From an optimization exercise on the open Yosys and OpenROAD flow, aimed at small area, a short achievable clock period and few clock cycles per item; shortcuts taken in it are not production practice.
Function was checked by simulation only, so behaviour that the tests miss may differ from the original.

## flow/design.v (module list and top-level ports; edited modules follow where they fit)
// module fir_mac_pp: 3 lines
// module fir_mac_pps: 3 lines
// module fir_mac_ppb: 3 lines
// module fir_mac_ppbs: 3 lines
// module fir_mac_row: 9 lines
// module fir_mac_rowb: 9 lines
// module fir_mac_fa: 4 lines
// module fir_mac_ha: 4 lines
// module fir_mac_tree: 7021 lines
// module fir_mac_engine: 97 lines
module fir_mac_engine
#(
   parameter int S_WIDTH = 24,
   parameter int S_DEPTH = 29,
   parameter int C_WIDTH = 18
) (
   input  logic                       clk,
   input  logic                       reset,
   input  logic [S_WIDTH*S_DEPTH-1:0] shiftRegI,
   input  logic [S_WIDTH*S_DEPTH-1:0] shiftRegQ,
   input  logic                       empty,
   input  logic [C_WIDTH*S_DEPTH-1:0] coeffs,
   output logic                       canShift,
   output logic [S_WIDTH-1:0]         outI,
   output logic [S_WIDTH-1:0]         outQ,
   output logic                       outValid,
   input  logic                       outReady
);
  // ...
==> flow/flow/run.sh <==
#!/bin/bash
# The standard layout (standard.sh, unchanged synthesis and steps), except that the
# port buffers that buffer_ports puts on every input and output are plain
# sky130_fd_sc_hd__buf_1 cells instead of the delay buffer it picks by default.
set -euo pipefail
export BUFFER_PORTS_ARGS="-buffer_cell sky130_fd_sc_hd__buf_1"
bash standard.sh > standard.log 2>&1
==> flow/standard.sh <==
#!/bin/bash
# synth_recipe.tcl (not shown) runs the flow's synth.tcl, then flattens the netlist and writes it again
# the make line also repeats each setting of config.mk as NAME=value (left out here)
make -C /OpenROAD-flow-scripts/flow DESIGN_CONFIG=/design/flow/config.mk WORK_HOME=/design/flow/orfs CLKGATE_MAP_FILE= SYNTH_SCRIPT=/design/flow/synth_recipe.tcl "${@:-finish}"
==> flow/config.mk <==
export PLATFORM = sky130hd
export DESIGN_NAME = fir_mac_engine
export DESIGN_NICKNAME = fir_mac_engine
export VERILOG_FILES = /design/flow/design.v
export SDC_FILE = /design/flow/constraint.sdc
export NUM_CORES = 4
export LEC_CHECK = 0
export ABC_CLOCK_PERIOD_IN_PS = 4000
export CAP_MARGIN = 20
export CORE_AREA = 10 10 890 890
export DIE_AREA = 0 0 900 900
export PLACE_DENSITY = 0.5
export SETUP_SLACK_MARGIN = 5
export SLEW_MARGIN = 20
export SYNTH_HIERARCHICAL = 1
==> flow/constraint.sdc <==
create_clock -name core_clock -period 12.0 [get_ports {clk}]
set_input_delay 2.4000 -clock core_clock [delete_from_list [all_inputs] [get_ports {clk}]]
set_output_delay 2.4000 -clock core_clock [all_outputs]
set_load 0.01 [all_outputs]
==> results.ini, run 1 <==
[synth]
synth_edf_count = 192
yosys_warnings = 8
netlist_instances = 26700
synth_simple_gate_area_share_pct = 2.42
synth_compound_area_share_pct = 25.5
synthDistinctLibCells = 71
synth_area_leaders = fa_1 42%, dfxtp_1 19%, a22oi_1 13%, o21ai_1 8.8%, mux2_2 2.9%
synthXorXnorAreaFrac_pct = 2.64
synth_flop_cell = dfxtp_1

[clock_tree]
clk_latency_ns = 1.14
cts_root_buf = clkbuf_16

[finish]
top_register = u_tree.m_q
fill_cells = 71600
layout_commonest_cell = fa_1
final-nonclk-buf-share_pct = 4.86

[worst_setup_path]
timing.rr.end = u_tree.r_q[25]
rr_worst_depth = 13
startpoint = u_tree.n_q[69]
slowest_stage = fa_1

[global_route]
grt_first_pass_wirelength_mm = 2210
antenna_found_initial = 226
gr-usage-met3_pct = 9.31
grt_pass1_vias = 273000

[drt]
vias = 271000
drt_wl_total_mm = 1590
drtAntennaViolNets = 0
viasPerCell = 6.59
highest_layer = met5
routedWlPerCell_um = 38.6

[timing]
setup-violations-final = 0
drv_slew = 0
whs_ns = 0.324
period_needed_ns = 4.49
finalCritPeriodShare_pct = 37.4

[run_status]
status = complete, no violations

[floorplan]
start_util_pct = 41.2
taps = 10200

[place]
place_hpwl_mm = 1220

Testbench counts, summed over its fixed seeds: cycles 568, items 256.
==> inputs of run 2 (changes only) <==
--- a/flow/config.mk
+++ b/flow/config.mk
@@ -7,9 +7,9 @@
 export LEC_CHECK = 0
 export ABC_CLOCK_PERIOD_IN_PS = 4000
 export CAP_MARGIN = 20
-export CORE_AREA = 10 10 890 890
-export DIE_AREA = 0 0 900 900
-export PLACE_DENSITY = 0.5
+export CORE_AREA = 10 10 990 990
+export DIE_AREA = 0 0 1000 1000
+export PLACE_DENSITY = 0.42
 export SETUP_SLACK_MARGIN = 5
 export SLEW_MARGIN = 20
 export SYNTH_HIERARCHICAL = 1
==> run 2 against run 1 <==
Against the previous run:
- hold slack improved by 0.0082 ns
- design area rose by 1.1%
- global-route usage down 5.1 points
- clock skew grew 0.055 ns
- flip-flop and latch count stayed put
- setup slack got worse by 0.13 ns
- register-to-register slack worse by 0.13 ns
- sequential share of layout area fell by 0.20 points
- critical path depth shrank 7
==> results.ini, run 2 <==
[run_status]
status = complete, no violations  ; unchanged

[synth]
synthAdderAreaFrac_pct = 43.4  ; unchanged
synth_compound_area_share_pct = 25.5  ; unchanged
synth_flop_cell = dfxtp_1  ; unchanged
yosys_warnings = 8  ; unchanged
yosysMostFrequentCell = fa_1  ; unchanged
synth_area_leaders = fa_1 42%, dfxtp_1 19%, a22oi_1 13%, o21ai_1 8.8%, mux2_2 2.9%  ; unchanged
synth_area_um2 = 318000  ; unchanged
netlist_instances = 26700  ; unchanged
yosys.area.top_type = fa_1  ; unchanged
avgSynthCellArea_um2 = 11.9  ; unchanged
synth_commonest_cells = 6714 x fa_1, 5577 x o21ai_1, 5569 x a22oi_1  ; unchanged
synthDistinctLibCells = 71  ; unchanged
ys_seq_area_share_pct = 21.2  ; unchanged
ys_seq_elements = 3279  ; unchanged
synth_top_family_by_area = adder cells  ; unchanged
yosys.area.top_type_share_pct = 42.2  ; unchanged
yosys-mux-area-fraction_pct = 3.78  ; unchanged
synthArstFlopShare_pct = 0.427  ; unchanged
synth_simple_gate_area_share_pct = 2.42  ; unchanged
synthXorXnorAreaFrac_pct = 2.64  ; unchanged
synth_edf_count = 192  ; unchanged

[timing]
fin_setup_tns_ns = 0  ; unchanged
rsz0062_at_grt = no  ; unchanged
clock.fmax_mhz = 216  ; was 223 MHz
period_needed_ns = 4.63  ; was 4.49 ns
drv_slew = 0  ; unchanged
setup-violations-final = 0  ; unchanged
slew-limit-headroom_pct = 12.1  ; was 18.0%
max_slew.worst_pin.slew_ns = 1.32  ; was 1.23 ns
hold_viol_final = 0  ; unchanged
fin_ws_ns = 7.37  ; was 7.51 ns
skew_ns = 0.153  ; was 0.0979 ns
finalCritPeriodShare_pct = 38.5  ; was 37.4%

[worst_setup_path]
cp-start-kind = flop  ; unchanged
worstPathArrival_ns = 5.64  ; was 5.52 ns
critPathKind = flop to flop  ; unchanged
worstSetupEndpointType = flop  ; unchanged
rr_worst_depth = 6  ; was 13
worstPathRequired_ns = 13.01  ; was 13.02 ns
path_max_fanout = 1  ; was 5

[global_route]
grt_max_degree = 133  ; was 130
grt_pass1_vias = 273000  ; about the same
gr-total-overflow = 0  ; unchanged
grt_first_pass_wirelength_mm = 2320  ; was 2210 mm
antenna_found_initial = 209  ; was 226
grt_util_all_layers_pct = 32.9  ; was 38.1%

[floorplan]
die_h_mm = 1.00  ; was 900 µm
start_util_pct = 33.3  ; was 41.2%
die_area_um2 = 1000000  ; was 810000 µm²
fp.dieW_mm = 1.00  ; was 900 µm
io_pins = 1968  ; unchanged
coreArea_um2 = 957000  ; was 773000 µm²
rows = 359  ; was 323

[clock_tree]
cts.sinks = 3279  ; unchanged
clk_pin_slew_ns = 0.07  ; about the same
clk_latency_ns = 1.14  ; about the same
cts_root_buf = clkbuf_16  ; unchanged
cts_resized = 0  ; unchanged
cts_made_buffers = 430  ; was 394
post_cts_buffers = 0  ; unchanged
clk_path_buf_depth = 5  ; was 4
cts_hold_buf = 0  ; unchanged
cts_tree = yes  ; unchanged
htreeDepth = 5  ; unchanged

[drt]
drt_wl_total_mm = 1700  ; was 1590 mm
drc_errors = 0  ; unchanged
dr.first_iter.drc_count = 32100  ; was 35500
viasPerCell = 6.14  ; was 6.59
vias = 268000  ; was 271000
drtAntennaViolNets = 0  ; unchanged
drtPass1Iterations = 8  ; was 9
routedWlPerCell_um = 38.8  ; was 38.6 µm

[finish]
areaGrowthSynthToFinish_pct = 15.2  ; was 14.0%
drive_gt1_share_pct = 12.3  ; was 12.2%
fin_util_pct = 38.3  ; was 47.0%
largest_reg_flops = 1376  ; unchanged
top_register = u_tree.m_q  ; unchanged
reg_top3 = u_tree.m_q x1376, dg_q x783, x_q x696  ; unchanged
layout_commonest_cell = fa_1  ; unchanged
final_cell_mix = 6714 x fa_1, 5576 x o21ai_1, 5569 x a22oi_1, 2971 x dfxtp_1, 1966 x buf_1  ; was 6714 x fa_1, 5576 x o21ai_1, 5569 x a22oi_1, 2953 x dfxtp_1, 1967 x buf_1
fin_nets = 39300  ; was 39200

[place]
place_hpwl_mm = 1310  ; was 1220 mm
io_buffer_count = 1967  ; unchanged
dp_slack_ns = 6.90  ; was 7.03 ns
gp_congestion = 0.948  ; was 0.994

[flow_run]
max_cap_violations = 0  ; unchanged

[hold_path]
whs_path_depth = 0  ; unchanged
hold_path_class = flop to flop  ; unchanged

==> run 2: changes by cell type in the layout (fill, tap and decap cells not counted), moves of 5 or more <==
cell       previous run  this run
clkinv_2             59        54
clkbuf_8             55        74
clkinv_16             9         4
bufinv_16            60        37
dfxtp_1            2953      2971
clkinv_4             23        29
clkbuf_1             41        79
buf_4              1348      1405
inv_6                26        14
clkbuf_16           400       434
dfxtp_2             120       102
diode_2             296       355
inv_8                 7         2
==> run 2: path summary, 6_finish.rpt <==
check	startpoint	endpoint	slack [ns]
min in group asynchronous	reset	vld_q[1]	1.32
hold / removal	u_tree.m_q[1041]	u_tree.n_q[107]	0.33
max in group asynchronous	reset	req_q[1]	10.23
hold reg to reg	u_tree.m_q[1041]	u_tree.n_q[107]	0.33
setup / recovery	u_tree.m_q[1048]	u_tree.n_q[116]	7.37
setup reg to reg	u_tree.m_q[1048]	u_tree.n_q[116]	7.37
==> run 2: metal layers <==
layer	share of wire [%]	wire [µm]	GRT usage (%)	vias to the layer above
met5	0.027	456	0	-
met4	6.7	114000	18.3	66
met3	8.4	142000	6.46	2620
met2	45	763000	51.0	15400
met1	40	676000	43.2	142000
li1	-	-	-	109000
==> run 2: cells by family (layout without fill, tap and decap cells) <==
family	after synthesis	after routing
AOI/OAI and AO/OA	12300	12300
xor gates and xnor gates	959	959
adders and majority gates	7016	7016
buffers and inverters	473	4443
DFF	3279	3279
muxes	1094	1094
other	262	630
and+or+nand+nor	1392	1392
==> run 2: area by class of cell <==
type	count	area [µm²]
Fill cell	94000	590000
Tap cell	12600	15800
Multi-Input combinational cell	23000	249000
Clock inverter	187	2300
Timing Repair Buffer	3379	18100
Sequential cell	3279	67800
Antenna cell	355	888
Clock buffer	587	12200
Inverter	290	1090
==> run 2: stage by stage <==
step | hold slack, ns | area, µm² | instances
6_report | 0.333 | 367000 | 43700
2_1_floorplan | 0.310 | 318000 | 26800
3_3_place_gp | 0.317 | 351000 | 42600
4_1_cts | 0.334 | 366000 | 43400
5_1_grt | 0.334 | 367000 | 43600
3_5_place_dp | 0.318 | 351000 | 42600
==> run 2: worst max-delay path: stages (launching register included) <==
cell,delay [ns]
dfxtp_1,0.31
fa_1,0.63
fa_1,0.56
fa_1,0.93
fa_1,0.64
fa_1,0.97
fa_1,0.50
==> run 2: Yosys stat by module (local to each module, per instance), a selection <==
| module | times used | flops+latches |
|---|---|---|
| fir_mac_pp | 5568 | 0 |
| fir_mac_rowb | 29 | 0 |
| fir_mac_row | 232 | 0 |
| fir_mac_pps | 232 | 0 |
| fir_mac_tree | 1 | 1570 |
| fir_mac_ppbs | 29 | 0 |
| fir_mac_ha | 29 | 0 |
| fir_mac_engine | 1 | 1709 |

re-timing with driven ports:
Ports are ideal in the flow. The routed layouts listed here were re-timed in OpenROAD.
Step 1 assumes that a clkbuf_16 drives the clock port and a buf_2 every other input.
Step 2 moves the port delays by t, midway between the first and last clock arrival at a register: inputs arrive t later, outputs are due t later. That takes back most of the time a late clock gives input paths.
a / b / c = ideal ports / drivers / drivers and shift; a / b = the first two.
run | shift t [ns] | slack for setup (ns) | worst hold slack (ns) | latest minus earliest clock arrival (ns) | slew at the worst register clock pin (ns)
run 1 | 1.273 | 7.509 / 7.509 / 6.966 | 0.324 / 0.324 / 0.324 | 0.126 / 0.126 | 0.08 / 0.08
run 2 | 1.240 | 7.375 / 7.375 / 6.819 | 0.333 / 0.333 / 0.333 | 0.160 / 0.159 | 0.07 / 0.07
After both steps setup and hold are still met in every run listed. The setup slack of run 2, which loses most, moves by 0.000 ns with the drivers and by -0.556 ns with both steps.
